Context: an optimization exercise on an open-source flow, tuned for small area and a short achievable clock period. The choices shown serve that exercise and are no tape-out recipe.
Function was checked by simulation only, so behaviour that the tests miss may differ from the original.
Power and IR drop assume default switching activity.

[flow/config.mk]
export PLATFORM = sky130hd
export DESIGN_NAME = reg_check_monitor
export DESIGN_NICKNAME = reg_check_monitor
export VERILOG_FILES = /design/flow/design.v
export SDC_FILE = /design/flow/constraint.sdc
export NUM_CORES = 4
export LEC_CHECK = 0
export CAP_MARGIN = 20
export CORE_MARGIN = 2
export CORE_UTILIZATION = 40
export SLEW_MARGIN = 20
[flow/run.sh]
#!/bin/bash
# synth_recipe.tcl (not shown) runs the flow's synth.tcl, then flattens the netlist and writes it again
# the make line also repeats each setting of config.mk as NAME=value (left out here)
make -C /OpenROAD-flow-scripts/flow DESIGN_CONFIG=/design/flow/config.mk WORK_HOME=/design/flow/orfs CLKGATE_MAP_FILE= SYNTH_SCRIPT=/design/flow/synth_recipe.tcl finish
[flow/design.v]
package reg_check_monitor_pkg;
  typedef enum logic [1:0] {IDLE, RUN, CHECK, DONE} state_t;
  localparam int DEF_DATA_W = 32;
  localparam int DEF_NUM_REGS = 32;
  localparam int DEF_NUM_CHECKS = 8;
  localparam int DEF_CYC_W = 32;
endpackage
module reg_check_table
#(
  parameter int DATA_W = reg_check_monitor_pkg::DEF_DATA_W,
  parameter int NUM_REGS = reg_check_monitor_pkg::DEF_NUM_REGS,
  parameter int NUM_CHECKS = reg_check_monitor_pkg::DEF_NUM_CHECKS,
  localparam int AW = $clog2(NUM_REGS),
  localparam int IW = $clog2(NUM_CHECKS)
) (
  input  logic clk,
  input  logic rst_n,
  input  logic we_i,
  input  logic [IW-1:0] w_idx_i,
  input  logic [AW-1:0] w_reg_i,
  input  logic [DATA_W-1:0] w_exp_i,
  input  logic w_en_i,
  input  logic [IW-1:0] r_idx_i,
  input  logic [IW-1:0] rr_idx_i,
  output logic [AW-1:0] r_reg_o,
  output logic [DATA_W-1:0] r_exp_o,
  output logic r_en_o
);
  logic [NUM_CHECKS-1:0] en_q;
  logic [AW-1:0] reg_q [NUM_CHECKS];
  logic [DATA_W-1:0] exp_q [NUM_CHECKS];
  always_ff @(posedge clk or negedge rst_n) begin
    if (!rst_n) begin
      en_q <= '0;
    end else if (we_i) begin
      en_q[w_idx_i] <= w_en_i;
    end
  end
  always_ff @(posedge clk) begin
    if (we_i) begin
      reg_q[w_idx_i] <= w_reg_i;
      exp_q[w_idx_i] <= w_exp_i;
    end
  end
  assign r_reg_o = reg_q[rr_idx_i];
  assign r_exp_o = exp_q[r_idx_i];
  assign r_en_o = en_q[r_idx_i];
endmodule
module reg_check_monitor
#(
  parameter int DATA_W = reg_check_monitor_pkg::DEF_DATA_W,
  parameter int NUM_REGS = reg_check_monitor_pkg::DEF_NUM_REGS,
  parameter int NUM_CHECKS = reg_check_monitor_pkg::DEF_NUM_CHECKS,
  parameter int CYC_W = reg_check_monitor_pkg::DEF_CYC_W,
  localparam int AW = $clog2(NUM_REGS),
  localparam int IW = $clog2(NUM_CHECKS)
) (
  input  logic clk,
  input  logic rst_n,
  input  logic wr_en,
  input  logic [AW-1:0] wr_addr,
  input  logic [DATA_W-1:0] wr_data,
  input  logic cfg_valid,
  output logic cfg_ready,
  input  logic [IW-1:0] cfg_idx,
  input  logic [AW-1:0] cfg_reg,
  input  logic [DATA_W-1:0] cfg_exp,
  input  logic cfg_en,
  input  logic start,
  input  logic [CYC_W-1:0] target_cycle,
  output logic busy,
  output logic done,
  output logic pass,
  output logic [IW:0] fail_count,
  output logic [IW-1:0] first_fail_idx,
  output logic [CYC_W-1:0] cycle_cnt
);
  localparam logic [IW-1:0] LAST = IW'(NUM_CHECKS - 1);
  logic idle_q, busy_q, chk_q, done_q;
  logic [CYC_W-1:0] cnt_q, tgt_q;
  logic [IW-1:0] idx_q, rp_q, rp_d, first_q;
  logic [IW:0] fails_q;
  logic pass_q;
  logic [DATA_W-1:0] shadow_q [NUM_REGS];
  logic [NUM_REGS-1:0] wrote_q;
  logic [AW-1:0] rd_reg_q, t_reg;
  logic [DATA_W-1:0] t_exp, sv, diff_q;
  logic t_en, en_q, t_we, run, go, leave, last, hit;
  assign t_we = cfg_valid && idle_q;
  reg_check_table #(.DATA_W(DATA_W), .NUM_REGS(NUM_REGS), .NUM_CHECKS(NUM_CHECKS)) u_table (
    .clk(clk),
    .rst_n(rst_n),
    .we_i(t_we),
    .w_idx_i(cfg_idx),
    .w_reg_i(cfg_reg),
    .w_exp_i(cfg_exp),
    .w_en_i(cfg_en),
    .r_idx_i(rp_q),
    .rr_idx_i(rp_d),
    .r_reg_o(t_reg),
    .r_exp_o(t_exp),
    .r_en_o(t_en)
  );
  always_ff @(posedge clk) begin
    if (wr_en) shadow_q[wr_addr] <= wr_data;
  end
  always_ff @(posedge clk or negedge rst_n) begin
    if (!rst_n) wrote_q <= '0;
    else if (wr_en) wrote_q[wr_addr] <= 1'b1;
  end
  assign go = start && (idle_q || done_q);
  assign run = busy_q && !chk_q;
  assign leave = run && cnt_q == tgt_q;
  assign last = chk_q && idx_q == LAST;
  assign rp_d = leave ? IW'(1) : (chk_q && !last) ? idx_q + IW'(2) : '0;
  always_comb begin
    if (wr_en && wr_addr == rd_reg_q) sv = wr_data;
    else if (wrote_q[rd_reg_q]) sv = shadow_q[rd_reg_q];
    else sv = '0;
  end
  assign hit = en_q && |diff_q;
  always_ff @(posedge clk) begin
    if (go) tgt_q <= target_cycle > CYC_W'(1) ? target_cycle : CYC_W'(1);
    idx_q <= chk_q ? idx_q + IW'(1) : '0;
    rp_q <= rp_d;
    rd_reg_q <= t_we && cfg_idx == rp_d ? cfg_reg : t_reg;
    diff_q <= sv ^ t_exp;
    en_q <= t_en;
  end
  always_ff @(posedge clk or negedge rst_n) begin
    if (!rst_n) begin
      idle_q <= 1'b1;
      busy_q <= 1'b0;
      chk_q <= 1'b0;
      done_q <= 1'b0;
      cnt_q <= '0;
      first_q <= '0;
      fails_q <= '0;
      pass_q <= 1'b0;
    end else begin
      idle_q <= idle_q && !start;
      busy_q <= go || (busy_q && !last);
      chk_q <= leave || (chk_q && !last);
      done_q <= last || (done_q && !start);
      if (go) cnt_q <= CYC_W'(1);
      else if (run && !(&cnt_q)) cnt_q <= cnt_q + CYC_W'(1);
      if (go) begin
        first_q <= '0;
        fails_q <= '0;
        pass_q <= 1'b0;
      end else if (chk_q) begin
        if (hit) fails_q <= fails_q + (IW+1)'(1);
        if (hit && fails_q == '0) first_q <= idx_q;
        if (last) pass_q <= fails_q == '0 && !hit;
      end
    end
  end
  assign cfg_ready = idle_q;
  assign busy = busy_q;
  assign done = done_q;
  assign pass = pass_q;
  assign fail_count = fails_q;
  assign first_fail_idx = first_q;
  assign cycle_cnt = cnt_q;
endmodule
[flow/constraint.sdc]
create_clock -name core_clock -period 7.0 [get_ports {clk}]
set_input_delay 1.4000 -clock core_clock [delete_from_list [all_inputs] [get_ports {clk}]]
set_output_delay 1.4000 -clock core_clock [all_outputs]
set_load 0.01 [all_outputs]
==> metrics.md <==
| Metric | Value |
|---|---|
| Placer congestion estimate | 0.830 |
| Critical Path RT | ~7600 ps |
| Aggregate routed wire length | 160000 um |
| Hold_buf cts | 0 |
| CP max FO | 40 |
| Startpoint types | register |
| CTS tree | built |
| Post-CTS Setup Inserts | 0 |
| CORE AREA | 146000 um^2 |
| Post-synth EDFFs | 1352 |
| Clock buffer depth | 3 |
| Hold Crit Class | primary input to async pin |
| Yosys cell types | 67 |
| Syn Inst Count | 3708 |
| DR WL/cell | 26.9 um |
| Max VDD drop | ~0.20 mV |
| Port Buffer Count | 157 |
| Rel. slew slack | 21.9% |
| Htree depth | 4 |
| Post-detail-place hpwl | 92700 um |
| Quantity of gates resized following cts | 0 |
| Vias per cell | roughly 5.6 |
| Final setup vio count | 0 |
| Post-synthesis sequential area ratio | roughly 74% |
| Drt first-iter violations | between 3000 and 4000 |
| Max Slew Vio Count | 0 |
| Top Ports | ~160 |
| Slew @ Worst Pin | 1170 ps |
| Initial antenna violation count | 7 |
| CTS Buf Count | roughly 150 |
| Pwr Density | 275 nW/um^2 |
| Die area | about 150000 um^2 |
| Fin area | 67900 um^2 |
| Vias post-DR | 33100 |
| First-pass GRT wire length | 230000 um |
| Drt first pass iters | 6 |
| Main synth FF type | edfxtp_1 |
| Die Wd | 387 um |
| RSZ-0062 raised after global routing | false |
| Yosys warns | 2 |
| Placed Area | 62900 um^2 |
| Pin count of the biggest net entering global routing | 124 |
| Fraction of final layout cells sized beyond drive strength 1 | 13.2% |
| Worst endpoint data arrival time | 5360 ps |
| Area Overhead vs Synth | 15.7% |
| Die Height | around 390 um |
| Worst setup EP type | register |
| Static Leak | 22.9 nW |
| Tot GR Track Use | 21.0% |
| CTS Sinks | around 1500 |
| DRC viols | 0 |
| Fmax | 211 MHz |
| Clock slew seen by the registers of the worst setup and hold paths | 60 ps |
| Routed Antenna Nets | 0 |
| Crit path kind | register to register |
| Tcrit/Tclk final | 67.6% |
| Synthesized area | 58700 um^2 |
| Syn nets | roughly 3800 |
| Fin nets | around 4000 |
| Initial Util | 40.3% |
| Synth Register Bits | 1475 |
| Max-cap viol count | 0 |
| Clk latency of the worst-skew pair | 790 ps |
| Syn_area_per_cell | 15.8 um^2 |
| Final hold violations | 0 |
| Clock Skew | 25.9 ps |
| Vias in the first global route | 33000 |
| Status | finished clean |
| Site Rows | 140 |
| Global route total overflow | 0 |
| Fin crit period | 4730 ps |
| Asr flop ratio synth | 5.69% |
| TNS Setup | 0 ps |
| CTS root buf | clkbuf_16 |
-- per-layer routing --
| metal | up-vias | part of all wire (%) | track usage [%] |
|---|---|---|---|
| met1 | 16900 | 42 | 28.6 |
| met2 | 1320 | 47 | 33.6 |
| met3 | 282 | 7.9 | 4.61 |
| met4 | 6 | 3.0 | 7.07 |
| li1 | 14600 | - | - |
| met5 | - | 0.029 | 0 |
-- final timing paths --
path	start	to	slack [ps]	depth (start not counted)
max in group asynchronous	rst_n	wrote_q[12]	5640	2
min	rst_n	cnt_q[3]	410	1
max	rp_q[1]	diff_q[1]	2270	8
min reg2reg	wrote_q[22]	wrote_q[22]	450	1
max reg2reg	rp_q[1]	diff_q[1]	2270	8
min in group core_clock	wrote_q[22]	wrote_q[22]	450	1
-- layout make-up --
cell class	count	area [um^2]
flip-flops and latches	1475	43500
diodes	3	7.51
multi-input cells	1992	14500
clock buffers	192	4170
repair buffers	269	2460
clock inverters	89	810
well taps	1917	2400
inverters	17	63.8
fillers	12500	77700
-- flip-flops by register name (all words and copies together) (netlist names) --
signal and cells:
idle_q 1, first_q 3, cnt_q 32, rp_q 3, chk_q 1, tgt_q 32, done_q 1, shadow_q 1024
fails_q 4, u_table.reg_q 40, diff_q 32, pass_q 1, wrote_q 32, u_table.exp_q 256, u_table.en_q 8, idx_q 3
en_q 1, busy_q 1
-- cell families after synthesis --
logic type                 count (synthesis)  share of synthesized area (%)
AOI/OAI and AO/OA                        282                           3.73
xor gates and xnor gates                 108                           1.63
adders and majority gates                 12                          0.256
buffers and inverters                    241                           1.88
DFF                                     1475                           74.1
muxes                                    445                           9.32
and+or+nand+nor                         1145                           9.06
-- cell usage after synthesis (31+ instances only) --
| library cell | count | area [um^2] |
|---|---|---|
| mux2i_1 | 355 | 3550 |
| a21oi_1 | 45 | 225 |
| nor2_1 | 102 | 383 |
| clkbuf_1 | 112 | 420 |
| a32oi_1 | 31 | 272 |
| nor4_1 | 56 | 350 |
| nand3_1 | 254 | 1270 |
| nand4_1 | 46 | 288 |
| a22oi_1 | 41 | 308 |
| mux4_2 | 76 | 1710 |
| and2_1 | 36 | 225 |
| xor2_1 | 85 | 744 |
| dfrtp_1 | 83 | 2080 |
| edfxtp_1 | 1352 | 40600 |
| dfxtp_1 | 39 | 781 |
| buf_2 | 79 | 395 |
| nand2_1 | 588 | 2210 |
-- cells in the final DEF, fill, tap and decap left out, types with 12 or more instances in the layout --
master           count
clkbuf_16          157
nor2_1              69
o22ai_1             30
and2_1              36
a31oi_2             30
xor2_1              85
dfxtp_1             36
a22oi_1             41
nand2_1            587
xnor2_1             22
o21ai_0             14
nor2_4              33
a32oi_1             31
a21oi_1             45
nand4_1             46
clkinv_2            32
mux4_2              76
nand3_1            253
mux2i_1            353
nor4_4              12
clkdlybuf4s50_1    153
dfrtp_1             83
clkinv_1            31
buf_4              107
nor4_1              55
a21o_1              30
edfxtp_1          1352
clkbuf_1            24
o2111ai_1           27
ha_1                12
inv_1               17
-- per-stage QoR --
step                      std cells  worst slack [ps]  hold slack, ps  util [%]  power, W
after CTS                      5951              2250             354      46.6    0.0188
after global routing           5953              2120             384      46.6    0.0192
after floorplan                3708              1250             417         -    0.0104
after global placement         5670              2030             427      43.2    0.0108
after detailed placement       5670              2000             441      43.2    0.0108
final                          5954              2270             415      46.6    0.0187
-- critical path: stages (launching register included) --
cell	delay (ps)
dfxtp_4	760
mux4_2	640
mux2i_4	850
nand3_2	880
buf_4	520
o22ai_1	430
nor4_1	140
a31oi_2	220
xor2_1	80
-- power breakdown --
group / internal [W] / switching (W) / total, W / leakage [nW]
Combinational: 0.000276 / 0.000397 / 0.000673 / 6.91
Sequential: 0.00980 / 0.000140 / 0.00994 / 13.5
Clock: 0.00462 / 0.00343 / 0.00805 / 2.46
Total: 0.0147 / 0.00397 / 0.0187 / 22.9

-- port drivers added, routing unchanged --
No port has a modelled driver above. Below, the same layout with a new extraction and two added sets of constraints. Step 1 (the two cells are an assumption about what drives the block):
set clk [get_ports {clk}]
set_driving_cell -lib_cell sky130_fd_sc_hd__clkbuf_16 $clk
set_driving_cell -lib_cell sky130_fd_sc_hd__buf_2 [delete_from_list [all_inputs] $clk]
Step 2 also shifts input and output timing later by t, the mid clock arrival at the registers, as if the neighbouring blocks saw the same clock. a / b / c = ideal ports / drivers / drivers and shift; a / b = the first two.
t, ns: 0.847
setup slack, ns: 2.269 / 2.269 / 1.945
clock arrival spread, ns: 0.028 / 0.029
worst data-port slew with drivers (ns): 0.21
After both steps this run still meets setup and hold. For this run, drivers alone change the setup slack by 0.000 ns; drivers and shift together by -0.324 ns.
